What follows belongs to an exercise in optimizing a design on an open flow for a short achievable clock period and few clock cycles; a production flow would make more cautious choices. The RTL was checked by simulation tests, not by an equivalence proof against the original design. No activity file was given, so power comes from the tool's default toggle rates.

`flow/design.v`:
```
package isa_pkg;
    localparam int word_w      = 16;               
    localparam int reg_idx_w   = 4;                
    localparam int num_regs    = 1 << reg_idx_w;   
    localparam int pc_w        = 11;               
    localparam int imm_w       = 5;                
    localparam int opcode_w    = 3;
    localparam int mult_stages = 2;
    localparam int mult_half_w = word_w / 2;       
    typedef logic signed [word_w-1:0] word_t;
    typedef logic [reg_idx_w-1:0]     reg_idx_t;
    typedef logic [pc_w-1:0]          pc_t;
    typedef logic [opcode_w-1:0]      opcode_t;
    localparam opcode_t op_arith    = 3'b000;      
    localparam opcode_t op_slt_mult = 3'b001;      
    localparam opcode_t op_beq      = 3'b100;      
    typedef struct packed {
        opcode_t  opcode;
        reg_idx_t rs;
        reg_idx_t rt;
        reg_idx_t rd;
        logic     func;    
    } instr_r_t;
    typedef struct packed {
        opcode_t                 opcode;
        reg_idx_t                rs;
        reg_idx_t                rt;
        logic signed [imm_w-1:0] imm;   
    } instr_b_t;
    typedef union packed {
        instr_r_t r;
        instr_b_t b;
    } instr_u;
    localparam logic [1:0] st_idle  = 2'd0;        
    localparam logic [1:0] st_fetch = 2'd1;        
    localparam logic [1:0] st_exe   = 2'd2;        
    localparam logic [1:0] st_alu   = 2'd3;        
endpackage
`timescale 1ns/1ns
module fetch_ctrl
(
    input  logic              run,
    input  logic              instr_valid,
    input  isa_pkg::instr_u   instr_data,
    input  logic              need_q,      
    input  logic              br_ready,    
    input  logic [3:0]        eqg_q,       
    input  logic              m1,          
    input  isa_pkg::reg_idx_t m1_rd,
    input  isa_pkg::pc_t      pc_q,        
    input  isa_pkg::pc_t      pcn_q,       
    input  isa_pkg::pc_t      tgt_q,       
    input  logic [5:0]        hp_q,        
    input  logic [5:0]        hm_q,        
    output logic              fetch_req,
    output isa_pkg::pc_t      fetch_addr,  
    output isa_pkg::pc_t      fa,          
    output isa_pkg::pc_t      tgt_in,      
    output logic              ready        
);
    isa_pkg::reg_idx_t rs;
    isa_pkg::reg_idx_t rt;
    logic              beq;
    logic              cond;
    logic              haz;
    logic [5:0]        lo;
    logic              uncond;
    logic [2:0]        taken;
    assign rs   = instr_data.r.rs;
    assign rt   = instr_data.r.rt;
    assign beq  = (instr_data.r.opcode == isa_pkg::op_beq);
    assign cond = beq && (rs != rt);
    assign haz  = m1 && ((rs == m1_rd) || (rt == m1_rd));
    assign ready     = need_q || (instr_valid && !cond && !haz) || br_ready;
    logic e_st;
    logic e_sd;
    logic e_td;
    logic op_beq;
    eq4 u_e_st (.x(rs), .y(rt),    .eq(e_st));
    eq4 u_e_sd (.x(rs), .y(m1_rd), .eq(e_sd));
    eq4 u_e_td (.x(rt), .y(m1_rd), .eq(e_td));
    is_beq u_fr_beq (.valid(1'b1), .op(instr_data.r.opcode), .y(op_beq));
    fr_gate u_fr_gate (
        .run (run), .instr_valid (instr_valid), .need_q (need_q), .br_ready (br_ready),
        .op_beq (op_beq), .e_st (e_st), .m1 (m1), .e_sd (e_sd), .e_td (e_td),
        .fetch_req (fetch_req)
    );
    assign lo = {1'b0, pc_q[4:0]} + {1'b0, instr_data.b.imm};
    always_comb
    begin
        case ({instr_data.b.imm[4], lo[5]})
            2'b01:   tgt_in = {hp_q, lo[4:0]};
            2'b10:   tgt_in = {hm_q, lo[4:0]};
            default: tgt_in = {pc_q[10:5], lo[4:0]};
        endcase
    end
    assign uncond = instr_valid && beq && (rs == rt);
    assign fa     = (br_ready && (&eqg_q)) ? tgt_q : (uncond ? tgt_in : pc_q);
    for (genvar g = 0; g < 3; g++)
    begin : g_br
        and5 u_taken (.x({br_ready, eqg_q}), .y(taken[g]));
    end
    isa_pkg::pc_t pcf;
    logic [4:0]   u;
    logic [1:0]   s_t;
    logic [1:0]   s_p;
    logic [1:0]   s_m;
    logic [1:0]   s_c;
    assign pcf = ~pcn_q;
    for (genvar k = 0; k < 5; k++)
    begin : g_lo
        lo_bit #(.K(k)) u_lo_bit (
            .instr_valid (instr_valid),
            .instr_data  (instr_data),
            .pc_lo       (pcf[4:0]),
            .u           (u[k])
        );
        xmux u_fa_mux (.s(taken[k / 4]), .a(pcf[k]), .x(u[k]), .b(tgt_q[k]), .y(fetch_addr[k]));
    end
    for (genvar g = 0; g < 2; g++)
    begin : g_hs
        hi_sel u_hi_sel (
            .instr_valid (instr_valid),
            .instr_data  (instr_data),
            .pc_lo       (pcf[4:0]),
            .taken       (taken[1 + g]),
            .s_t         (s_t[g]),
            .s_p         (s_p[g]),
            .s_m         (s_m[g]),
            .s_c         (s_c[g])
        );
    end
    for (genvar k = 5; k < isa_pkg::pc_w; k++)
    begin : g_hi
        ao4 u_fa_ao (
            .s ({s_t[(k < 8) ? 0 : 1], s_p[(k < 8) ? 0 : 1], s_m[(k < 8) ? 0 : 1], s_c[(k < 8) ? 0 : 1]}),
            .d ({tgt_q[k], hp_q[k - 5], hm_q[k - 5], pcf[k]}),
            .y (fetch_addr[k])
        );
    end
endmodule
module and5
(
    input  logic [4:0] x,
    output logic       y
);
    assign y = &x;
endmodule
module mux2
(
    input  logic s,
    input  logic a,
    input  logic b,
    output logic y
);
    assign y = s ? b : a;
endmodule
module lo_bit
#(
    parameter int K = 0
)
(
    input  logic            instr_valid,
    input  isa_pkg::instr_u instr_data,
    input  logic [4:0]      pc_lo,
    output logic            u
);
    logic       beq;
    logic [5:0] lo;
    assign beq = instr_valid && (instr_data.r.opcode == isa_pkg::op_beq);
    assign lo  = {1'b0, pc_lo} + {1'b0, instr_data.b.imm};
    assign u   = beq && (lo[K] ^ pc_lo[K]);
endmodule
module xmux
(
    input  logic s,
    input  logic a,
    input  logic x,
    input  logic b,
    output logic y
);
    assign y = s ? b : (a ^ x);
endmodule
module hi_sel
(
    input  logic            instr_valid,
    input  isa_pkg::instr_u instr_data,
    input  logic [4:0]      pc_lo,
    input  logic            taken,
    output logic            s_t,
    output logic            s_p,
    output logic            s_m,
    output logic            s_c
);
    logic       beq;
    logic [5:0] lo;
    logic       i4;
    assign beq = instr_valid && (instr_data.r.opcode == isa_pkg::op_beq);
    assign lo  = {1'b0, pc_lo} + {1'b0, instr_data.b.imm};
    assign i4  = instr_data.b.imm[4];
    assign s_t = taken;
    assign s_p = !taken && beq && lo[5] && !i4;
    assign s_m = !taken && beq && !lo[5] && i4;
    assign s_c = !taken && !(beq && (lo[5] ^ i4));
endmodule
module ao4
(
    input  logic [3:0] s,
    input  logic [3:0] d,
    output logic       y
);
    assign y = |(s & d);
endmodule
module is_beq
(
    input  logic             valid,
    input  isa_pkg::opcode_t op,
    output logic             y
);
    assign y = valid && (op == isa_pkg::op_beq);
endmodule
module eq4
(
    input  logic [3:0] x,
    input  logic [3:0] y,
    output logic       eq
);
    assign eq = (x == y);
endmodule
module fr_gate
(
    input  logic run,
    input  logic instr_valid,
    input  logic need_q,
    input  logic br_ready,
    input  logic op_beq,
    input  logic e_st,
    input  logic m1,
    input  logic e_sd,
    input  logic e_td,
    output logic fetch_req
);
    assign fetch_req = run && (need_q || br_ready ||
                               (instr_valid && !(op_beq && !e_st) && !(m1 && (e_sd || e_td))));
endmodule
`timescale 1ns/1ns
module reg_file
(
    input  logic              clk,
    input  logic              rst_n,
    input  logic              we,
    input  isa_pkg::reg_idx_t wr_idx,
    input  isa_pkg::word_t    wr_data,
    input  logic              host_we,
    input  isa_pkg::reg_idx_t host_idx,
    input  isa_pkg::word_t    host_data,
    output logic [isa_pkg::num_regs-1:0][isa_pkg::word_w-1:0] regs
);
    always_ff @(posedge clk or negedge rst_n)
    begin
        if (!rst_n)
        begin
            for (int i = 0; i < isa_pkg::num_regs; i++)
                regs[i] <= '0;
        end
        else if (we)
            regs[wr_idx] <= wr_data;       
        else if (host_we)
            regs[host_idx] <= host_data;   
    end
endmodule
module op_read
(
    input  isa_pkg::reg_idx_t in_rs,
    input  isa_pkg::reg_idx_t in_rt,
    input  logic              e1_wait,
    input  logic [isa_pkg::word_w-1:0] a_q,        
    input  logic [isa_pkg::word_w-1:0] b_q,
    input  logic [1:0]        sta_q,
    input  logic [1:0]        stb_q,
    input  logic              e1_wr,       
    input  logic              e1_mul,
    input  isa_pkg::reg_idx_t e1_rd,
    input  logic              e2_wr,       
    input  logic              e2_mul,
    input  isa_pkg::reg_idx_t e2_rd,
    input  logic [isa_pkg::word_w-1:0] e2_res_q,
    input  logic              wb_wr,       
    input  isa_pkg::reg_idx_t wb_rd,
    input  logic [isa_pkg::word_w-1:0] wbdata_q,
    input  logic [isa_pkg::num_regs-1:0][isa_pkg::word_w-1:0] regs,
    output logic [isa_pkg::word_w-1:0] na,
    output logic [isa_pkg::word_w-1:0] nb,
    output logic [1:0]        sta,
    output logic [1:0]        stb
);
    logic [isa_pkg::word_w-1:0] da;
    logic [isa_pkg::word_w-1:0] db;
    logic [isa_pkg::word_w-1:0] wa;
    logic [isa_pkg::word_w-1:0] wb;
    logic [1:0]                 dsa;
    logic [1:0]                 dsb;
    logic [1:0]                 wsa;
    logic [1:0]                 wsb;
    rd_port u_da (.idx(in_rs), .e1_wr(e1_wr), .e1_mul(e1_mul), .e1_rd(e1_rd),
                  .e2_wr(e2_wr), .e2_mul(e2_mul), .e2_rd(e2_rd), .e2_res_q(e2_res_q),
                  .wb_wr(wb_wr), .wb_rd(wb_rd), .wbdata_q(wbdata_q), .regs(regs),
                  .val(da), .st(dsa));
    rd_port u_db (.idx(in_rt), .e1_wr(e1_wr), .e1_mul(e1_mul), .e1_rd(e1_rd),
                  .e2_wr(e2_wr), .e2_mul(e2_mul), .e2_rd(e2_rd), .e2_res_q(e2_res_q),
                  .wb_wr(wb_wr), .wb_rd(wb_rd), .wbdata_q(wbdata_q), .regs(regs),
                  .val(db), .st(dsb));
    always_comb
    begin
        case (sta_q)
            2'd1:    wa = e2_res_q;
            2'd2:    wa = wbdata_q;
            default: wa = a_q;
        endcase
        case (stb_q)
            2'd1:    wb = e2_res_q;
            2'd2:    wb = wbdata_q;
            default: wb = b_q;
        endcase
        wsa = (sta_q == 2'd3) ? 2'd2 : 2'd0;
        wsb = (stb_q == 2'd3) ? 2'd2 : 2'd0;
    end
    assign na  = e1_wait ? wa  : da;
    assign nb  = e1_wait ? wb  : db;
    assign sta = e1_wait ? wsa : dsa;
    assign stb = e1_wait ? wsb : dsb;
endmodule
module rd_port
(
    input  isa_pkg::reg_idx_t idx,
    input  logic              e1_wr,
    input  logic              e1_mul,
    input  isa_pkg::reg_idx_t e1_rd,
    input  logic              e2_wr,
    input  logic              e2_mul,
    input  isa_pkg::reg_idx_t e2_rd,
    input  logic [isa_pkg::word_w-1:0] e2_res_q,
    input  logic              wb_wr,
    input  isa_pkg::reg_idx_t wb_rd,
    input  logic [isa_pkg::word_w-1:0] wbdata_q,
    input  logic [isa_pkg::num_regs-1:0][isa_pkg::word_w-1:0] regs,
    output logic [isa_pkg::word_w-1:0] val,
    output logic [1:0]        st
);
    always_comb
    begin
        if (e1_wr && (e1_rd == idx))
        begin
            st  = e1_mul ? 2'd3 : 2'd1;
            val = regs[idx];
        end
        else if (e2_wr && (e2_rd == idx))
        begin
            st  = e2_mul ? 2'd2 : 2'd0;
            val = e2_res_q;
        end
        else if (wb_wr && (wb_rd == idx))
        begin
            st  = 2'd0;
            val = wbdata_q;
        end
        else
        begin
            st  = 2'd0;
            val = regs[idx];
        end
    end
endmodule
module br_pre
(
    input  logic [isa_pkg::word_w-1:0] na,
    input  logic [isa_pkg::word_w-1:0] nb,
    input  logic [1:0]                 sta,
    input  logic [1:0]                 stb,
    input  logic [isa_pkg::word_w-1:0] a_q,
    input  logic [isa_pkg::word_w-1:0] b_q,
    input  logic [2:0]                 sela_q,
    input  logic [2:0]                 selb_q,
    input  logic [isa_pkg::word_w-1:0] e2_res_q,
    input  logic [isa_pkg::word_w-1:0] wbdata_q,
    input  logic                       e1_sub,
    input  logic                       e1_slt,
    input  logic [isa_pkg::word_w-1:0] ms,        
    input  logic [isa_pkg::word_w-1:0] mc,
    output logic [3:0]                 eqg,
    output logic                       brwait
);
    logic [isa_pkg::word_w-1:0] xa;
    logic [isa_pkg::word_w-1:0] xb;
    logic [6:0][3:0]            cand;
    logic [6:0]                 sel;
    ex_operands u_ops (
        .a_q (a_q), .b_q (b_q), .sela_q (sela_q), .selb_q (selb_q),
        .e2_res_q (e2_res_q), .wbdata_q (wbdata_q), .xa (xa), .xb (xb)
    );
    br_cand u_cand (.na(na), .nb(nb), .xa(xa), .xb(xb), .ms(ms), .mc(mc), .cand(cand));
    always_comb
    begin
        sel = '0;
        case ({sta, stb})
            4'b0000: sel[0] = 1'b1;
            4'b0100: sel[e1_sub ? 2 : 1] = 1'b1;
            4'b0001: sel[e1_sub ? 4 : 3] = 1'b1;
            4'b1000: sel[5] = 1'b1;
            4'b0010: sel[6] = 1'b1;
            default: sel = '0;       
        endcase
        brwait = (((sta == 2'd1) || (stb == 2'd1)) && e1_slt) ||
                 ({sta, stb} == 4'b0110) || ({sta, stb} == 4'b1001);
    end
    br_sel u_sel (.sel(sel), .cand(cand), .eqg(eqg));
endmodule
module br_cand
(
    input  logic [isa_pkg::word_w-1:0] na,
    input  logic [isa_pkg::word_w-1:0] nb,
    input  logic [isa_pkg::word_w-1:0] xa,
    input  logic [isa_pkg::word_w-1:0] xb,
    input  logic [isa_pkg::word_w-1:0] ms,
    input  logic [isa_pkg::word_w-1:0] mc,
    output logic [6:0][3:0]            cand
);
    for (genvar k = 0; k < 4; k++)
    begin : g_n
        assign cand[0][k] = (na[4*k +: 4] == nb[4*k +: 4]);
    end
    sum_chk u_c1 (.p(xa), .q(xb), .z(nb), .ok(cand[1]));
    sum_chk u_c2 (.p(nb), .q(xb), .z(xa), .ok(cand[2]));
    sum_chk u_c3 (.p(xa), .q(xb), .z(na), .ok(cand[3]));
    sum_chk u_c4 (.p(na), .q(xb), .z(xa), .ok(cand[4]));
    sum_chk u_c5 (.p(ms), .q(mc), .z(nb), .ok(cand[5]));
    sum_chk u_c6 (.p(ms), .q(mc), .z(na), .ok(cand[6]));
endmodule
module sum_chk
(
    input  logic [isa_pkg::word_w-1:0] p,
    input  logic [isa_pkg::word_w-1:0] q,
    input  logic [isa_pkg::word_w-1:0] z,
    output logic [3:0]                 ok
);
    localparam int W = isa_pkg::word_w;
    logic [W-1:0] cin;
    logic [W-1:0] bit_ok;
    assign cin    = {((p[W-2:0] & q[W-2:0]) | ((p[W-2:0] | q[W-2:0]) & ~z[W-2:0])), 1'b0};
    assign bit_ok = ~(p ^ q ^ z ^ cin);
    for (genvar k = 0; k < 4; k++)
    begin : g_n
        assign ok[k] = &bit_ok[4*k +: 4];
    end
endmodule
module br_sel
(
    input  logic [6:0]      sel,
    input  logic [6:0][3:0] cand,
    output logic [3:0]      eqg
);
    always_comb
    begin
        eqg = {4{sel == 7'd0}};
        for (int i = 0; i < 7; i++)
            eqg = eqg | ({4{sel[i]}} & cand[i]);
    end
endmodule
`timescale 1ns/1ns
module ex_operands
(
    input  logic [isa_pkg::word_w-1:0] a_q,
    input  logic [isa_pkg::word_w-1:0] b_q,
    input  logic [2:0]                 sela_q,
    input  logic [2:0]                 selb_q,
    input  logic [isa_pkg::word_w-1:0] e2_res_q,
    input  logic [isa_pkg::word_w-1:0] wbdata_q,
    output logic [isa_pkg::word_w-1:0] xa,
    output logic [isa_pkg::word_w-1:0] xb
);
    localparam int W = isa_pkg::word_w;
    assign xa = ({W{sela_q[0]}} & a_q) | ({W{sela_q[1]}} & e2_res_q) | ({W{sela_q[2]}} & wbdata_q);
    assign xb = ({W{selb_q[0]}} & b_q) | ({W{selb_q[1]}} & e2_res_q) | ({W{selb_q[2]}} & wbdata_q);
endmodule
module ex_alu
(
    input  logic [isa_pkg::word_w-1:0] a_q,
    input  logic [isa_pkg::word_w-1:0] b_q,
    input  logic [2:0]                 sela_q,
    input  logic [2:0]                 selb_q,
    input  logic [isa_pkg::word_w-1:0] e2_res_q,
    input  logic [isa_pkg::word_w-1:0] wbdata_q,
    input  logic                       slt_op,
    input  logic                       sub_op,
    output logic [isa_pkg::word_w-1:0] res
);
    localparam int W = isa_pkg::word_w;
    logic [W-1:0] xa;
    logic [W-1:0] xb;
    logic [W-1:0] sum;
    logic [W-1:0] diff;
    logic         slt;
    ex_operands u_ops (
        .a_q (a_q), .b_q (b_q), .sela_q (sela_q), .selb_q (selb_q),
        .e2_res_q (e2_res_q), .wbdata_q (wbdata_q), .xa (xa), .xb (xb)
    );
    assign sum  = xa + xb;
    assign diff = xa - xb;
    assign slt  = (xa[W-1] & !xb[W-1]) | (!(xa[W-1] ^ xb[W-1]) & diff[W-1]);
    assign res  = slt_op ? {{(W-1){1'b0}}, slt} : (sub_op ? diff : sum);
endmodule
module csa3
(
    input  logic [isa_pkg::word_w-1:0] x,
    input  logic [isa_pkg::word_w-1:0] y,
    input  logic [isa_pkg::word_w-1:0] z,
    output logic [isa_pkg::word_w-1:0] s,
    output logic [isa_pkg::word_w-1:0] c
);
    logic [isa_pkg::word_w-1:0] maj;
    assign s   = x ^ y ^ z;
    assign maj = (x & y) | (x & z) | (y & z);
    assign c   = {maj[isa_pkg::word_w-2:0], 1'b0};
endmodule
module mul_rows
(
    input  logic [isa_pkg::word_w-1:0] a_q,
    input  logic [isa_pkg::word_w-1:0] b_q,
    input  logic [2:0]                 sela_q,
    input  logic [2:0]                 selb_q,
    input  logic [isa_pkg::word_w-1:0] e2_res_q,
    input  logic [isa_pkg::word_w-1:0] wbdata_q,
    output logic [3:0][isa_pkg::word_w-1:0] rows
);
    localparam int W = isa_pkg::word_w;
    logic [W-1:0]      xa;
    logic [W-1:0]      xb;
    logic [8:0][W-1:0] pp;
    logic [5:0][W-1:0] r6;
    ex_operands u_ops (
        .a_q (a_q), .b_q (b_q), .sela_q (sela_q), .selb_q (selb_q),
        .e2_res_q (e2_res_q), .wbdata_q (wbdata_q), .xa (xa), .xb (xb)
    );
    always_comb
    begin
        logic [W:0]   bx;
        logic         one;
        logic         two;
        logic         neg;
        logic [W-1:0] m;
        bx    = {xb, 1'b0};
        pp[8] = '0;
        for (int j = 0; j < 8; j++)
        begin
            one = bx[2*j+1] ^ bx[2*j];
            two = (bx[2*j+2] & !bx[2*j+1] & !bx[2*j]) | (!bx[2*j+2] & bx[2*j+1] & bx[2*j]);
            neg = bx[2*j+2];
            m   = ({W{one}} & xa) | ({W{two}} & {xa[W-2:0], 1'b0});
            m   = m ^ {W{neg}};
            pp[j]      = m << (2*j);
            pp[8][2*j] = neg;      
        end
    end
    csa3 u_c0 (.x(pp[0]), .y(pp[1]), .z(pp[2]), .s(r6[0]), .c(r6[1]));
    csa3 u_c1 (.x(pp[3]), .y(pp[4]), .z(pp[5]), .s(r6[2]), .c(r6[3]));
    csa3 u_c2 (.x(pp[6]), .y(pp[7]), .z(pp[8]), .s(r6[4]), .c(r6[5]));
    csa3 u_c3 (.x(r6[0]), .y(r6[1]), .z(r6[2]), .s(rows[0]), .c(rows[1]));
    csa3 u_c4 (.x(r6[3]), .y(r6[4]), .z(r6[5]), .s(rows[2]), .c(rows[3]));
endmodule
module ex2_result
(
    input  logic [3:0][isa_pkg::word_w-1:0] mr_q,
    input  logic                            e2_mul,
    input  logic [isa_pkg::word_w-1:0]      e2_res_q,
    output logic [isa_pkg::word_w-1:0]      res,
    output logic [isa_pkg::word_w-1:0]      s,      
    output logic [isa_pkg::word_w-1:0]      c
);
    logic [isa_pkg::word_w-1:0] s3;
    logic [isa_pkg::word_w-1:0] c3;
    csa3 u_c3 (.x(mr_q[0]), .y(mr_q[1]), .z(mr_q[2]), .s(s3), .c(c3));
    csa3 u_c  (.x(s3),      .y(c3),      .z(mr_q[3]), .s(s),  .c(c));
    assign res = e2_mul ? (s + c) : e2_res_q;
endmodule
`timescale 1ns/1ns
module isa_core
(
    input  logic              clk,
    input  logic              rst_n,
    input  logic              run,
    input  logic              host_we,
    input  isa_pkg::reg_idx_t host_idx,
    input  isa_pkg::word_t    host_data,
    input  logic              instr_valid,
    input  isa_pkg::instr_u   instr_data,
    output logic              fetch_req,
    output isa_pkg::pc_t      fetch_addr,
    output logic              wb_valid,
    output isa_pkg::reg_idx_t wb_idx,
    output isa_pkg::word_t    wb_data,
    output logic              io_stall
);
    localparam int W = isa_pkg::word_w;
    logic              need_q;     
    isa_pkg::pc_t      pc_q;       
    isa_pkg::pc_t      pcn_q;      
    isa_pkg::pc_t      tgt_q;      
    logic [5:0]        hp_q;       
    logic [5:0]        hm_q;       
    logic              e1_v;       
    logic              e1_wait;    
    logic              e1_we;      
    logic              e1_mul;
    logic              e1_slt;
    logic              e1_sub;
    logic              e1_br;      
    isa_pkg::reg_idx_t e1_rd;
    logic [1:0]        sta_q;      
    logic [1:0]        stb_q;
    logic [W-1:0]      a_q;
    logic [W-1:0]      b_q;
    logic [2:0]        sela_q;     
    logic [2:0]        selb_q;
    logic [3:0]        eqg_q;      
    logic              e2_v;
    logic              e2_we;
    logic              e2_mul;
    isa_pkg::reg_idx_t e2_rd;
    logic [W-1:0]      e2_res_q;
    logic [3:0][W-1:0] mr_q;       
    logic              r_q;
    logic              wbv_q;
    isa_pkg::reg_idx_t wbidx_q;
    logic [W-1:0]      wbdata_q;
    logic [isa_pkg::num_regs-1:0][W-1:0] regs;
    logic              e1_go;
    assign e1_go = e1_v && !e1_wait;
    logic         br_ready;
    logic         ready;
    isa_pkg::pc_t fa;
    isa_pkg::pc_t tgt_in;
    assign br_ready = e1_go && e1_br;
    fetch_ctrl u_fetch_ctrl (
        .run         (run),
        .instr_valid (instr_valid),
        .instr_data  (instr_data),
        .need_q      (need_q),
        .br_ready    (br_ready),
        .eqg_q       (eqg_q),
        .m1          (e1_go && e1_mul),
        .m1_rd       (e1_rd),
        .pc_q        (pc_q),
        .pcn_q       (pcn_q),
        .tgt_q       (tgt_q),
        .hp_q        (hp_q),
        .hm_q        (hm_q),
        .fetch_req   (fetch_req),
        .fetch_addr  (fetch_addr),
        .fa          (fa),
        .tgt_in      (tgt_in),
        .ready       (ready)
    );
    isa_pkg::opcode_t in_op;
    logic             in_cond;
    logic             in_alu;
    assign in_op   = instr_data.r.opcode;
    assign in_cond = (in_op == isa_pkg::op_beq) && (instr_data.r.rs != instr_data.r.rt);
    assign in_alu  = (in_op == isa_pkg::op_arith) || (in_op == isa_pkg::op_slt_mult);
    logic [W-1:0] na;
    logic [W-1:0] nb;
    logic [1:0]   sta;
    logic [1:0]   stb;
    logic         haz1;
    op_read u_op_read (
        .in_rs    (instr_data.r.rs),
        .in_rt    (instr_data.r.rt),
        .e1_wait  (e1_wait),
        .a_q      (a_q),
        .b_q      (b_q),
        .sta_q    (sta_q),
        .stb_q    (stb_q),
        .e1_wr    (e1_go && e1_we),
        .e1_mul   (e1_mul),
        .e1_rd    (e1_rd),
        .e2_wr    (e2_v && e2_we),
        .e2_mul   (e2_mul),
        .e2_rd    (e2_rd),
        .e2_res_q (e2_res_q),
        .wb_wr    (wbv_q),
        .wb_rd    (wbidx_q),
        .wbdata_q (wbdata_q),
        .regs     (regs),
        .na       (na),
        .nb       (nb),
        .sta      (sta),
        .stb      (stb)
    );
    assign haz1 = (sta == 2'd3) || (stb == 2'd3);
    logic [W-1:0]      e1_res;
    logic [3:0][W-1:0] rows;
    logic [W-1:0]      e2_res;
    logic [3:0]        eqg;
    logic [W-1:0]      ms;
    logic [W-1:0]      mc;
    logic              brwait;
    ex_alu u_ex_alu (
        .a_q      (a_q),
        .b_q      (b_q),
        .sela_q   (sela_q),
        .selb_q   (selb_q),
        .e2_res_q (e2_res_q),
        .wbdata_q (wbdata_q),
        .slt_op   (e1_slt),
        .sub_op   (e1_sub),
        .res      (e1_res)
    );
    mul_rows u_mul_rows (
        .a_q      (a_q),
        .b_q      (b_q),
        .sela_q   (sela_q),
        .selb_q   (selb_q),
        .e2_res_q (e2_res_q),
        .wbdata_q (wbdata_q),
        .rows     (rows)
    );
    br_pre u_br_pre (
        .na       (na),
        .nb       (nb),
        .sta      (sta),
        .stb      (stb),
        .a_q      (a_q),
        .b_q      (b_q),
        .sela_q   (sela_q),
        .selb_q   (selb_q),
        .e2_res_q (e2_res_q),
        .wbdata_q (wbdata_q),
        .e1_sub   (e1_sub),
        .e1_slt   (e1_slt),
        .ms       (ms),
        .mc       (mc),
        .eqg      (eqg),
        .brwait   (brwait)
    );
    ex2_result u_ex2_result (
        .mr_q     (mr_q),
        .e2_mul   (e2_mul),
        .e2_res_q (e2_res_q),
        .res      (e2_res),
        .s        (ms),
        .c        (mc)
    );
    logic         wait_nxt;
    isa_pkg::pc_t pc_nxt;
    assign pc_nxt = fetch_req ? isa_pkg::pc_t'(fa + isa_pkg::pc_t'(1)) : fa;
    always_comb
    begin
        if (e1_wait)
            wait_nxt = 1'b0;    
        else
            wait_nxt = instr_valid && (haz1 || (in_cond && brwait));
    end
    always_ff @(posedge clk or negedge rst_n)
    begin
        if (!rst_n)
        begin
            need_q  <= 1'b1;
            pc_q    <= '0;
            pcn_q   <= '1;
            hp_q    <= 6'd1;
            hm_q    <= 6'h3f;
            e1_v    <= 1'b0;
            e1_wait <= 1'b0;
            e2_v    <= 1'b0;
            r_q     <= 1'b0;
            wbv_q   <= 1'b0;
        end
        else
        begin
            need_q  <= (ready && !run) || (instr_valid && !in_cond && haz1);
            pc_q    <= pc_nxt;
            pcn_q   <= ~pc_nxt;
            hp_q    <= pc_nxt[10:5] + 6'd1;
            hm_q    <= pc_nxt[10:5] - 6'd1;
            if (!e1_wait)
                e1_v <= instr_valid;
            e1_wait <= wait_nxt;
            e2_v    <= e1_go;
            r_q     <= e2_v;
            wbv_q   <= e2_v && e2_we;
        end
    end
    always_ff @(posedge clk)
    begin
        if (instr_valid)
            tgt_q <= tgt_in;
        a_q   <= na;
        b_q   <= nb;
        sta_q  <= sta;
        stb_q  <= stb;
        sela_q <= (sta == 2'd1) ? 3'b010 : ((sta == 2'd2) ? 3'b100 : 3'b001);
        selb_q <= (stb == 2'd1) ? 3'b010 : ((stb == 2'd2) ? 3'b100 : 3'b001);
        eqg_q <= eqg;
        if (!e1_wait)
        begin
            e1_we  <= in_alu;
            e1_mul <= (in_op == isa_pkg::op_slt_mult) && instr_data.r.func;
            e1_slt <= (in_op == isa_pkg::op_slt_mult) && !instr_data.r.func;
            e1_sub <= instr_data.r.func;
            e1_br  <= in_cond;
            e1_rd  <= instr_data.r.rd;
        end
        e2_we    <= e1_we;
        e2_mul   <= e1_mul;
        e2_rd    <= e1_rd;
        e2_res_q <= e1_res;
        mr_q     <= rows;
        wbidx_q  <= e2_rd;
        wbdata_q <= e2_res;
    end
    reg_file u_reg_file (
        .clk       (clk),
        .rst_n     (rst_n),
        .we        (wbv_q),
        .wr_idx    (wbidx_q),
        .wr_data   (wbdata_q),
        .host_we   (host_we && !run),
        .host_idx  (host_idx),
        .host_data (host_data),
        .regs      (regs)
    );
    assign io_stall = !r_q;
    assign wb_valid = wbv_q;
    assign wb_idx   = wbidx_q;
    assign wb_data  = wbdata_q;
endmodule
```
`flow/flow/run.sh`:
```
#!/bin/bash
# Layout flow: the standard flow (standard.sh, all steps) with two changes,
# set in flow/extra.mk:
#  - adders are left to abc as plain logic (ADDER_MAP_FILE empty) instead of
#    being mapped to the library's full/half adder cells: faster carry logic;
#  - slow cells (or3, or4, nor4, a2111o(i), o2111a) and the delay cells are
#    added to DONT_USE_CELLS.
# Registers and everything else are as in the standard flow. The make output
# goes to run_standard.log in the work folder; each tool's own log is under
# orfs/logs/.
set -euo pipefail
cd "$(dirname "$0")/.."
{ echo "include $PWD/config.mk"; cat flow/extra.mk; } > own_config.mk
sed "s|DESIGN_CONFIG=[^ ]*|DESIGN_CONFIG=$PWD/own_config.mk|" standard.sh > own_standard.sh
bash own_standard.sh > run_standard.log 2>&1
```
`flow/flow/extra.mk`:
```
# Synthesis and sizing changes of this flow (see run.sh).
export ADDER_MAP_FILE =
export DONT_USE_CELLS = sky130_fd_sc_hd__or4_1 sky130_fd_sc_hd__or4_2 sky130_fd_sc_hd__or4_4 sky130_fd_sc_hd__or4b_1 sky130_fd_sc_hd__or4b_2 sky130_fd_sc_hd__or4b_4 sky130_fd_sc_hd__or4bb_1 sky130_fd_sc_hd__or4bb_2 sky130_fd_sc_hd__or4bb_4 sky130_fd_sc_hd__or3_1 sky130_fd_sc_hd__or3_2 sky130_fd_sc_hd__or3_4 sky130_fd_sc_hd__or3b_1 sky130_fd_sc_hd__or3b_2 sky130_fd_sc_hd__or3b_4 sky130_fd_sc_hd__clkdlybuf4s15_1 sky130_fd_sc_hd__clkdlybuf4s15_2 sky130_fd_sc_hd__clkdlybuf4s18_1 sky130_fd_sc_hd__clkdlybuf4s18_2 sky130_fd_sc_hd__clkdlybuf4s25_1 sky130_fd_sc_hd__clkdlybuf4s25_2 sky130_fd_sc_hd__clkdlybuf4s50_1 sky130_fd_sc_hd__clkdlybuf4s50_2 sky130_fd_sc_hd__dlygate4sd1_1 sky130_fd_sc_hd__dlygate4sd2_1 sky130_fd_sc_hd__dlygate4sd3_1 sky130_fd_sc_hd__dlymetal6s2s_1 sky130_fd_sc_hd__dlymetal6s4s_1 sky130_fd_sc_hd__dlymetal6s6s_1 sky130_fd_sc_hd__a2111o_1 sky130_fd_sc_hd__a2111o_2 sky130_fd_sc_hd__a2111o_4 sky130_fd_sc_hd__a2111oi_0 sky130_fd_sc_hd__a2111oi_1 sky130_fd_sc_hd__a2111oi_2 sky130_fd_sc_hd__a2111oi_4 sky130_fd_sc_hd__nor4_1 sky130_fd_sc_hd__nor4_2 sky130_fd_sc_hd__nor4_4 sky130_fd_sc_hd__nor4b_1 sky130_fd_sc_hd__nor4b_2 sky130_fd_sc_hd__nor4b_4 sky130_fd_sc_hd__nor4bb_1 sky130_fd_sc_hd__nor4bb_2 sky130_fd_sc_hd__nor4bb_4 sky130_fd_sc_hd__o2111a_1 sky130_fd_sc_hd__o2111a_2 sky130_fd_sc_hd__o2111a_4
```
`flow/standard.sh`:
```
#!/bin/bash
# synth_recipe.tcl (not shown) runs the flow's synth.tcl, then flattens the netlist and writes it again
# the make line also repeats each setting of config.mk as NAME=value (left out here)
make -C /OpenROAD-flow-scripts/flow DESIGN_CONFIG=/design/flow/config.mk WORK_HOME=/design/flow/orfs CLKGATE_MAP_FILE= SYNTH_SCRIPT=/design/flow/synth_recipe.tcl "${@:-finish}"
```
`flow/config.mk`:
```
export PLATFORM = sky130hd
export DESIGN_NAME = isa_core
export DESIGN_NICKNAME = isa_core
export VERILOG_FILES = /design/flow/design.v
export SDC_FILE = /design/flow/constraint.sdc
export NUM_CORES = 4
export LEC_CHECK = 0
export CAP_MARGIN = 20
export CORE_MARGIN = 2
export CORE_UTILIZATION = 40
export SETUP_SLACK_MARGIN = 3.0
export SLEW_MARGIN = 20
export SYNTH_HIERARCHICAL = 1
export TNS_END_PERCENT = 100
```
`flow/constraint.sdc`:
```
create_clock -name core_clock -period 5.5 [get_ports {clk}]
set_input_delay 1.1000 -clock core_clock [delete_from_list [all_inputs] [get_ports {clk}]]
set_output_delay 1.1000 -clock core_clock [all_outputs]
set_load 0.01 [all_outputs]
```
==> qor.txt, run 1 <==
Instance count of the mapped netlist: 4304
Leading post-synthesis cells by instance count: nand2_1 (408), xnor2_1 (342), dfrtp_1 (277), a22oi_1 (229), a21oi_1 (228)
Placed standard-cell area: 0.0430 sq mm
Source of the critical timing path: instr_data[9]
CP Class: primary input to register
Transition time at the pin with the least slew margin: 1.28 ns
Reported leakage power: 22.2 nW
Clock transition time at the flip-flop clock pins of the worst setup and hold paths: 0.06 ns
Number of buffers on the longest clock path: 3
Worst Hold Path EP: e2_we
Destination of the worst register-to-register timing path: eqg_q[0]
Worst-path maximum fanout: 5
Startpoint type of the worst setup path: primary input
Final hold slack: 0.374 ns
Hold_buf cts: 0
Layout filler cell count: 9099
Result of the run: timing/DRC/antenna clean
Worst min-delay path class: register to register
Total wire length: 173 mm
Type of destination of the critical path: register
Count of maximum capacitance violations: 0
Worst flop-to-flop path startpoint: e1_rd[1]
Number of ports placed on the die boundary: 75
Setup tns final: 0 ns
# clock sinks: 466
Max-slew headroom at the worst pin: 0.147
CORE AREA: 0.102 sq mm
Share of power burned in the clock network: 0.128
Part of the total power dissipated in combinational logic: 0.689
Ys async rst share: 0.631
Relative contribution of sequential cells to total power: 0.183
Required time at the worst-slack endpoint: 6.12 ns
Power dissipated by switching net loads: 15.1 mW
Initial drt markers: 6080
Number of detailed-routing iterations run before antenna repair: 11
Multi-input combinational cell area: 0.0310 sq mm
Worst path max stage delay: 0.52 ns
H-tree level count: 2
Pin count of the biggest net entering global routing: 108
Final worst setup slack: 1.58 ns
Worst setup timing slack at the placement stage: 0.525 ns
Global-route usage over all layers: 0.310
Cell type with the largest total area after synthesis: dfrtp_1
Fin nets: 5057
Path depth of the worst reg2reg path: 18
IO Port Bufs: 74
Via Count: 41.5k
Average via count per standard cell: 6.45
Cell area after layout: 0.0532 sq mm
Number of CTS-inserted buffers: 60
Initial standard-cell utilization of the core: 0.404
Area growth, synth to finish: 29.2%
Placer congestion estimate: 0.984
Cell class contributing the biggest share of worst-path delay: compound AO/OA/AOI/OAI gates
Mapped cell area: 0.0412 sq mm
Clock latency on the worst-skew pair: 0.72 ns
GRT Residual Overflow: 0
Area share of the largest cell type after synthesis: 0.168
Number of pins exceeding their max-slew limit in the final report: 0
Cell Rows: 117
Post-synth EDFFs: 20
Number of non-filler instances in the completed layout: 6440
Cell with the largest stage delay on the worst path: mux4_2
Number of warnings issued by yosys: 14
Max Fclk: 255 MHz
Register-to-register setup slack: 1.72 ns
Chip Height: 325 um
Number of antenna violations at the first check in global routing: 8
Switching share of total power: 0.440
Hold path start: e1_we
Critical path, cell by cell: clkbuf_16 > buf_12 > buf_12 > mux4_2 > a22oi_2 > nand2_2 > a221o_1 > o22ai_4 > buf_2 > buf_6 > a21oi_4 > nand2b_1 > o21a_1 > mux2_4 > a221oi_2 > a222oi_1 > nand4_1
Sequential element share of the synthesized area: 0.268
Post-Route Skew: 0.0805 ns
Top FF cell, synth: dfrtp_1
Power density over cell area: 648 mW/mm^2
X dimension of the die: 325 um
Final worst-path cycle share: 0.712
Register cell area after layout: 0.0111 sq mm
Number of remaining DRC errors: 0
Final min period: 3.92 ns
CP bufs+invs: 5
Wire length of the first global-routing pass: 251 mm
DR WL/cell: 26.9 um
Number of routed nets with antenna violations: 0
Maximum vdd ir drop: 0.511 mV
Arrival time at the worst endpoint: 4.54 ns
Cell repeated most along the worst path: buf_12
Number of global-route vias before repair: 38.6k
Root buffer selected by CTS: clkbuf_16
Cell count after placement: 5637
Area of the die: 0.106 sq mm
Share of layout cells above drive strength 1: 0.291
Clock tree from TritonCTS: built
Internal power summed over all cells: 19.3 mW
Top area cells in the synthesized netlist: dfrtp_1 (17%), dfxtp_1 (7.4%), xnor2_1 (7.3%)
Number of cells traversed by the worst hold path: 0
Setup violators final: 0
Final HPWL from detailed placement: 104 mm
Number of synthesized register bits: 466
Post-synthesis area per instance: 9.57 sq um
Count leader, synth: nand2_1
Synth cell types: 115
Final Hold Violating Endpoints: 0
RSZ-0062 raised after global routing: true
power groups by stage:
stage / registers [mW] / logic (mW) / clock network [mW]
detailed placement: 6.25 / 18.7 / 0
floorplan: 5.63 / 15.4 / 0
global route: 6.36 / 25.3 / 4.58
CTS: 6.17 / 21.8 / 4.46
finish: 6.29 / 23.7 / 4.42
global placement: 6.24 / 18.6 / 0
routing by layer:
layer	up-vias	share of wire	GRT usage
met3	781	0.12	0.0859
met5	-	0.00029	0
met4	2	0.074	0.178
li1	17600	-	-
met1	20200	0.37	0.396
met2	2936	0.43	0.471
what timing repair did:
action	4_1_cts	5_1_grt
buffers inserted	477	178
pin swaps	304	233
setup endpoints to repair	429	344
gates resized for setup	834	307
hold endpoints to repair	0	0
gates cloned	25	5
flip-flops by register name, indices dropped and copies added, names as in the netlist, 5 cells and up:
name,cells
mr_q,64
u_reg_file.regs,256
e2_res_q,16
a_q,16
tgt_q,11
pc_q,11
b_q,16
wbdata_q,16
hm_q,6
hp_q,5
pcn_q,10
per-module statistics from Yosys (local to each module, per instance), a selection:
module,cells,flip-flops and latches,cell area [sq um]
ao4,3,0,18.8
reg_file,1389,256,13500
rd_port,206,0,2440
br_cand,20,0,175
eq4,5,0,43.8
ex2_result,117,0,838
is_beq,1,0,12.5
br_pre,18,0,104
csa3,33,0,542
cell families (layout without fill, tap and decap cells):
logic type | Yosys count | after routing | synth area share
AOI/OAI and AO/OA | 1245 | 1246 | 0.229
and+or+nand+nor | 1000 | 1004 | 0.127
buffers and inverters | 585 | 1216 | 0.0666
xor gates and xnor gates | 534 | 534 | 0.157
DFF | 466 | 466 | 0.268
muxes | 285 | 285 | 0.109
adders and majority gates | 180 | 180 | 0.0439
other | 9 | 141 | 0.000820
worst register-to-register path: stages, from the launching register on:
cell and delay, ns:
edfxtp_1 0.44, buf_1 0.14, inv_1 0.06, a222oi_1 0.32
nand4_2 0.14, buf_6 0.16, buf_6 0.15, and4_1 0.18
a221o_1 0.35, o22ai_4 0.24, buf_2 0.16, buf_6 0.10
a21oi_4 0.05, nand2b_1 0.16, o21a_1 0.19, mux2_4 0.32
a221oi_2 0.27, a222oi_1 0.14, nand4_1 0.13
placed cells by master (no fill, tap or decap), types with 28 or more instances in the layout:
cell type	instances
conb_1	135
nand2b_1	77
a32oi_1	38
xnor2_2	40
maj3_2	61
buf_1	357
buf_2	204
and4_1	59
a21o_1	66
o2bb2ai_1	35
o22ai_1	47
buf_6	147
clkbuf_16	68
inv_2	49
nand2_2	40
nor2_1	112
xor2_1	56
a22o_1	48
a21oi_1	182
a22oi_1	170
and2_1	28
a222oi_1	136
nand2_1	361
buf_4	57
xnor2_1	297
inv_1	168
o22ai_2	32
dfrtp_1	275
maj3_1	118
mux4_2	128
a221o_1	65
o211ai_1	39
mux2i_1	138
nor2b_1	35
a22oi_2	61
a21oi_4	34
o21ai_0	63
xor3_1	99
dfxtp_1	110
worst max path at each step:
| stage | slack, ns | cells after the start | to |
|---|---|---|---|
| after floorplan | 1.49 | 15 | eqg_q[0] |
| after global placement | 0.59 | 14 | eqg_q[0] |
| after detailed placement | 0.52 | 14 | eqg_q[0] |
| after CTS | 1.70 | 9 | fetch_addr[10] |
| after global routing | 1.51 | 17 | eqg_q[0] |
| final | 1.58 | 17 | eqg_q[0] |
area by class of cell:
type / count / area share
Multi-Input combinational cell: 3384 / 0.582
Sequential cell: 466 / 0.210
Timing Repair Buffer: 871 / 0.117
Clock buffer: 83 / 0.0331
Tap cell: 1368 / 0.0322
Inverter: 226 / 0.0167
Clock inverter: 29 / 0.00800
Timing Repair inverter: 7 / 0.000988
Antenna cell: 6 / 0.000282
stage by stage:
stage	utilization	total power [mW]
after CTS	0.502	32.4
after detailed placement	0.422	25.0
after global routing	0.522	36.2
after global placement	0.422	24.8
final	0.522	34.4
after floorplan	-	21.0
Testbench counts, summed over its fixed seeds: cycles 10,189.
==> run 2: changes to the inputs <==
--- a/flow/design.v
+++ b/flow/design.v
@@ -392,8 +392,8 @@
 );
     logic [isa_pkg::word_w-1:0] xa;
     logic [isa_pkg::word_w-1:0] xb;
-    logic [6:0][3:0]            cand;
-    logic [6:0]                 sel;
+    logic [8:0][3:0]            cand;
+    logic [8:0]                 sel;
     ex_operands u_ops (
         .a_q (a_q), .b_q (b_q), .sela_q (sela_q), .selb_q (selb_q),
         .e2_res_q (e2_res_q), .wbdata_q (wbdata_q), .xa (xa), .xb (xb)
@@ -404,14 +404,13 @@
         sel = '0;
         case ({sta, stb})
             4'b0000: sel[0] = 1'b1;
-            4'b0100: sel[e1_sub ? 2 : 1] = 1'b1;
-            4'b0001: sel[e1_sub ? 4 : 3] = 1'b1;
+            4'b0100: sel[e1_slt ? 7 : (e1_sub ? 2 : 1)] = 1'b1;
+            4'b0001: sel[e1_slt ? 8 : (e1_sub ? 4 : 3)] = 1'b1;
             4'b1000: sel[5] = 1'b1;
             4'b0010: sel[6] = 1'b1;
             default: sel = '0;       
         endcase
-        brwait = (((sta == 2'd1) || (stb == 2'd1)) && e1_slt) ||
-                 ({sta, stb} == 4'b0110) || ({sta, stb} == 4'b1001);
+        brwait = ({sta, stb} == 4'b0110) || ({sta, stb} == 4'b1001);
     end
     br_sel u_sel (.sel(sel), .cand(cand), .eqg(eqg));
 endmodule
@@ -423,8 +422,11 @@
     input  logic [isa_pkg::word_w-1:0] xb,
     input  logic [isa_pkg::word_w-1:0] ms,
     input  logic [isa_pkg::word_w-1:0] mc,
-    output logic [6:0][3:0]            cand
+    output logic [8:0][3:0]            cand
 );
+    localparam int W = isa_pkg::word_w;
+    logic slt;
+    assign slt = (xa[W-1] & !xb[W-1]) | (!(xa[W-1] ^ xb[W-1]) & (xa[W-2:0] < xb[W-2:0]));
     for (genvar k = 0; k < 4; k++)
     begin : g_n
         assign cand[0][k] = (na[4*k +: 4] == nb[4*k +: 4]);
@@ -435,6 +437,8 @@
     sum_chk u_c4 (.p(na), .q(xb), .z(xa), .ok(cand[4]));
     sum_chk u_c5 (.p(ms), .q(mc), .z(nb), .ok(cand[5]));
     sum_chk u_c6 (.p(ms), .q(mc), .z(na), .ok(cand[6]));
+    slt_chk u_c7 (.slt(slt), .z(nb), .ok(cand[7]));
+    slt_chk u_c8 (.slt(slt), .z(na), .ok(cand[8]));
 endmodule
 module sum_chk
 (
@@ -453,16 +457,28 @@
         assign ok[k] = &bit_ok[4*k +: 4];
     end
 endmodule
+module slt_chk
+(
+    input  logic                       slt,
+    input  logic [isa_pkg::word_w-1:0] z,
+    output logic [3:0]                 ok
+);
+    assign ok[0] = (z[3:1] == 3'd0) && (z[0] == slt);
+    for (genvar k = 1; k < 4; k++)
+    begin : g_n
+        assign ok[k] = (z[4*k +: 4] == 4'd0);
+    end
+endmodule
 module br_sel
 (
-    input  logic [6:0]      sel,
-    input  logic [6:0][3:0] cand,
+    input  logic [8:0]      sel,
+    input  logic [8:0][3:0] cand,
     output logic [3:0]      eqg
 );
     always_comb
     begin
-        eqg = {4{sel == 7'd0}};
-        for (int i = 0; i < 7; i++)
+        eqg = {4{sel == 9'd0}};
+        for (int i = 0; i < 9; i++)
             eqg = eqg | ({4{sel[i]}} & cand[i]);
     end
 endmodule
==> run 2 against run 1 <==
Setup slack worse by 0.012 ns. Core utilization rose by 0.088 points. Routed wire length down 1.5%. Sequential power is 0.8% lower. Via count increased by 1.1%. Synthesized area rose by 1.3%. Clock skew shrank 0.015 ns. Critical path type unchanged. Global-route usage down 1.3 points. Synthesized cell count grew 1.8%.
==> qor.txt, run 2 <==
Result of the run: timing/DRC/antenna clean
Number of CTS-inserted buffers: 58
Placed standard-cell area: 0.0436 sq mm
Share of layout cells above drive strength 1: 0.299
Reported leakage power: 22.7 nW
Startpoint type of the worst setup path: primary input
Post-Route Skew: 0.0656 ns
Wire length of the first global-routing pass: 245 mm
Compound-cell area share of the yosys netlist: 0.228
Fraction of the core area covered by cells at the end of the flow: 0.523
Maximum vdd ir drop: 0.446 mV
Count of maximum capacitance violations: 0
H-tree level count: 2
Main combinational cell family by area after synthesis: compound AO/OA/AOI/OAI gates
Destination of the worst register-to-register timing path: eqg_q[1]
Max-slew headroom at the worst pin: 0.191
Cell area after layout: 0.0541 sq mm
Clock tree from TritonCTS: built
Area of the die: 0.107 sq mm
Root buffer selected by CTS: clkbuf_16
Initial drt markers: 6288
Chip Height: 327 um
Sequential element share of the synthesized area: 0.264
Register ranked first by flip-flop count: u_reg_file.regs
Ys async rst share: 0.631
Source of the critical timing path: instr_data[12]
Most frequent cells in the layout: nand2_1 (371), buf_1 (314), xnor2_1 (293)
Via Count: 42.0k
# clock sinks: 466
Synth Area in Adders: 0.0454
Type of destination of the critical path: register
Number of warnings issued by yosys: 14
Arrival time at the worst endpoint: 4.44 ns
Average via count per standard cell: 6.42
Cell repeated most along the worst path: xnor2_1
Post-synthesis area per instance: 9.52 sq um
Top area cells in the synthesized netlist: dfrtp_1 (17%), dfxtp_1 (7.3%), xnor2_1 (7.2%)
Simple logic cell fraction of the synthesized area: 0.130
Cell Rows: 118
Hold_buf cts: 0
Multiplexer fraction of the synthesized cell area: 0.107
Area growth, synth to finish: 29.7%
Number of antenna violations at the first check in global routing: 5
DR WL/cell: 26.1 um
Mapped cell area: 0.0417 sq mm
Path depth of the worst reg2reg path: 15
GRT Residual Overflow: 0
Fin nets: 5146
Clock transition time at the flip-flop clock pins of the worst setup and hold paths: 0.06 ns
Most common library cell in the layout ignoring fill and taps: nand2_1
Number of ports placed on the die boundary: 75
Cell type with the largest total area after synthesis: dfrtp_1
Number of detailed-routing iterations run before antenna repair: 14
Top FF cell, synth: dfrtp_1
Number of global-route vias before repair: 37.8k
Synth cell types: 114
Number of pins exceeding their max-slew limit in the final report: 0
Setup tns final: 0 ns
Final min period: 3.93 ns
Worst path max stage delay: 0.39 ns
Final Hold Violating Endpoints: 0
CORE AREA: 0.103 sq mm
Number of flip-flops in the largest register: 256
CP Class: primary input to register
Cell with the largest stage delay on the worst path: a221o_1
Clock latency on the worst-skew pair: 0.71 ns
RSZ-0062 raised after global routing: true
Worst-path maximum fanout: 15
Transition time at the pin with the least slew margin: 1.21 ns
Register-to-register setup slack: 1.64 ns
Worst min-delay path class: register to register
IO Port Bufs: 74
Number of routed nets with antenna violations: 0
Leading post-synthesis cells by instance count: nand2_1 (412), xnor2_1 (341), dfrtp_1 (277), inv_1 (235), a21oi_1 (226)
X dimension of the die: 327 um
Max Fclk: 255 MHz
XOR/XNOR Fraction of Synth Area: 0.157
Count leader, synth: nand2_1
Worst flop-to-flop path startpoint: e1_rd[0]
Pin count of the biggest net entering global routing: 121
Setup violators final: 0
Number of buffers on the longest clock path: 3
Total wire length: 171 mm
Global-route usage over all layers: 0.297
Required time at the worst-slack endpoint: 6.01 ns
Final HPWL from detailed placement: 104 mm
Worst setup endpoint: eqg_q[1]
Instance count of the mapped netlist: 4382
Largest registers: u_reg_file.regs x256, mr_q x64
Critical path, cell by cell: buf_8 > buf_6 > buf_1 > xnor2_1 > nand3_2 > nor2_2 > and2_4 > a221o_1 > o22ai_2 > a21oi_4 > inv_1 > maj3_1 > xnor2_1 > and4_1 > a22o_1 > a221oi_2 > nand4_1
Power density over cell area: 645 mW/mm^2
Final worst-path cycle share: 0.714
Number of remaining DRC errors: 0
Post-synth EDFFs: 20
Number of synthesized register bits: 466
Placer congestion estimate: 0.944
Area share of the largest cell type after synthesis: 0.166
Initial standard-cell utilization of the core: 0.403
## run 2: through the flow
stage	hold slack, ns	power, mW	worst slack (ns)	cells
floorplan	0.339	21.3	1.43	4508
global placement	0.376	25.3	0.397	5737
detailed placement	0.376	25.5	0.437	5738
CTS	0.395	32.3	1.73	6220
global route	0.399	36.7	1.44	6534
finish	0.390	34.9	1.57	6537
## run 2: cell families after synthesis
logic type / Yosys count
DFF: 466
buffers and inverters: 596
xor gates and xnor gates: 543
adders and majority gates: 188
muxes: 285
other: 9
AOI/OAI and AO/OA: 1256
and+or+nand+nor: 1039
## run 2: Yosys stat by module (local to each module, per instance), a selection
module | cells inside | flip-flops and latches
ex_alu | 314 | 0
op_read | 163 | 0
fetch_ctrl | 123 | 0
ex2_result | 117 | 0
sum_chk | 90 | 0
csa3 | 33 | 0
br_sel | 25 | 0
hi_sel | 15 | 0
br_pre | 20 | 0
slt_chk | 9 | 0
eq4 | 5 | 0
fr_gate | 4 | 0
ao4 | 3 | 0
xmux | 3 | 0
and5 | 3 | 0
is_beq | 1 | 0
## run 2: final cells by class
class	instances	area (sq um)
timing repair buffer	878	6510
inverter	237	910
multi-input combinational	3456	31800
tap	1380	1730
clock inverter	24	263
timing repair inverter	8	60.1
antenna	4	10.0
sequential	466	11100
clock buffer	84	1740
fill	9100	49400
## run 2: worst min-delay path by stage
stage	start	to	slack, ns	cells after the start
6_report	e2_rd[3]	wbidx_q[3]	0.39	0
5_1_grt	e2_rd[3]	wbidx_q[3]	0.40	0
4_1_cts	e1_we	e2_we	0.40	0
3_5_place_dp	e1_we	e2_we	0.38	0
3_3_place_gp	e1_we	e2_we	0.38	0
2_1_floorplan	e1_we	e2_we	0.34	0
## run 2: critical path: cells and delay by family
family / cells / cell delay (ns)
buffers and inverters: 4 / 0.43
xor gates and xnor gates: 2 / 0.33
and+or+nand+nor: 5 / 0.99
AOI/OAI and AO/OA: 5 / 1.22
adders and majority gates: 1 / 0.37
## run 2: power by group
| group | internal (mW) | switching (mW) | leakage [nW] | total, mW |
|---|---|---|---|---|
| sequential | 4.74 | 1.50 | 5.00 | 6.24 |
| clock | 2.35 | 1.75 | 0.991 | 4.10 |
| combinational | 12.3 | 12.3 | 16.7 | 24.6 |
| total | 19.3 | 15.6 | 22.7 | 34.9 |
## run 2: repair_timing
action	4_1_cts	5_1_grt
cloned	28	10
buffers inserted	346	303
endpoints found under the setup margin	431	297
pin swaps	189	287
resized for setup	775	464
## run 2: metal layers
layer,vias up,track usage,share of wire
li1,17900,-,-
met1,20500,0.401,0.38
met2,2968,0.442,0.43
met3,666,0.0705,0.12
met4,2,0.155,0.064
met5,-,0,0.000076
Testbench counts of run 2, summed over its fixed seeds: cycles 10,145.

-- static timing again, ports no longer ideal --
In the flow no input, the clock included, has a driving cell. The finished layouts below were timed again as built, in two steps.
Step 1 (the two cells are an assumption about what drives the block):
set clk [get_ports {clk}]
set_driving_cell -lib_cell sky130_fd_sc_hd__clkbuf_16 $clk
set_driving_cell -lib_cell sky130_fd_sc_hd__buf_2 [delete_from_list [all_inputs] $clk]
Step 2, shift: input delay + t, output delay - t, t = (earliest + latest rising clock arrival at the registers) / 2. This alone moves slack from input paths to output paths.
a / b / c = ideal / step 1 / step 2; a / b = the first two.
run | t, ns | setup slack, ns | worst hold slack (ns) | clock arrival spread, ns | worst data-port slew with drivers (ns)
run 1 | 0.750 | 1.583 / 1.502 / 0.752 | 0.374 / 0.356 / 0.374 | 0.087 / 0.087 | 0.15
run 2 | 0.746 | 1.571 / 1.383 / 0.637 | 0.390 / 0.390 / 0.390 | 0.071 / 0.071 | 0.27
After both steps every run listed still meets setup and hold. For run 2, which loses most, drivers alone change the setup slack by -0.188 ns; drivers and shift together by -0.934 ns.
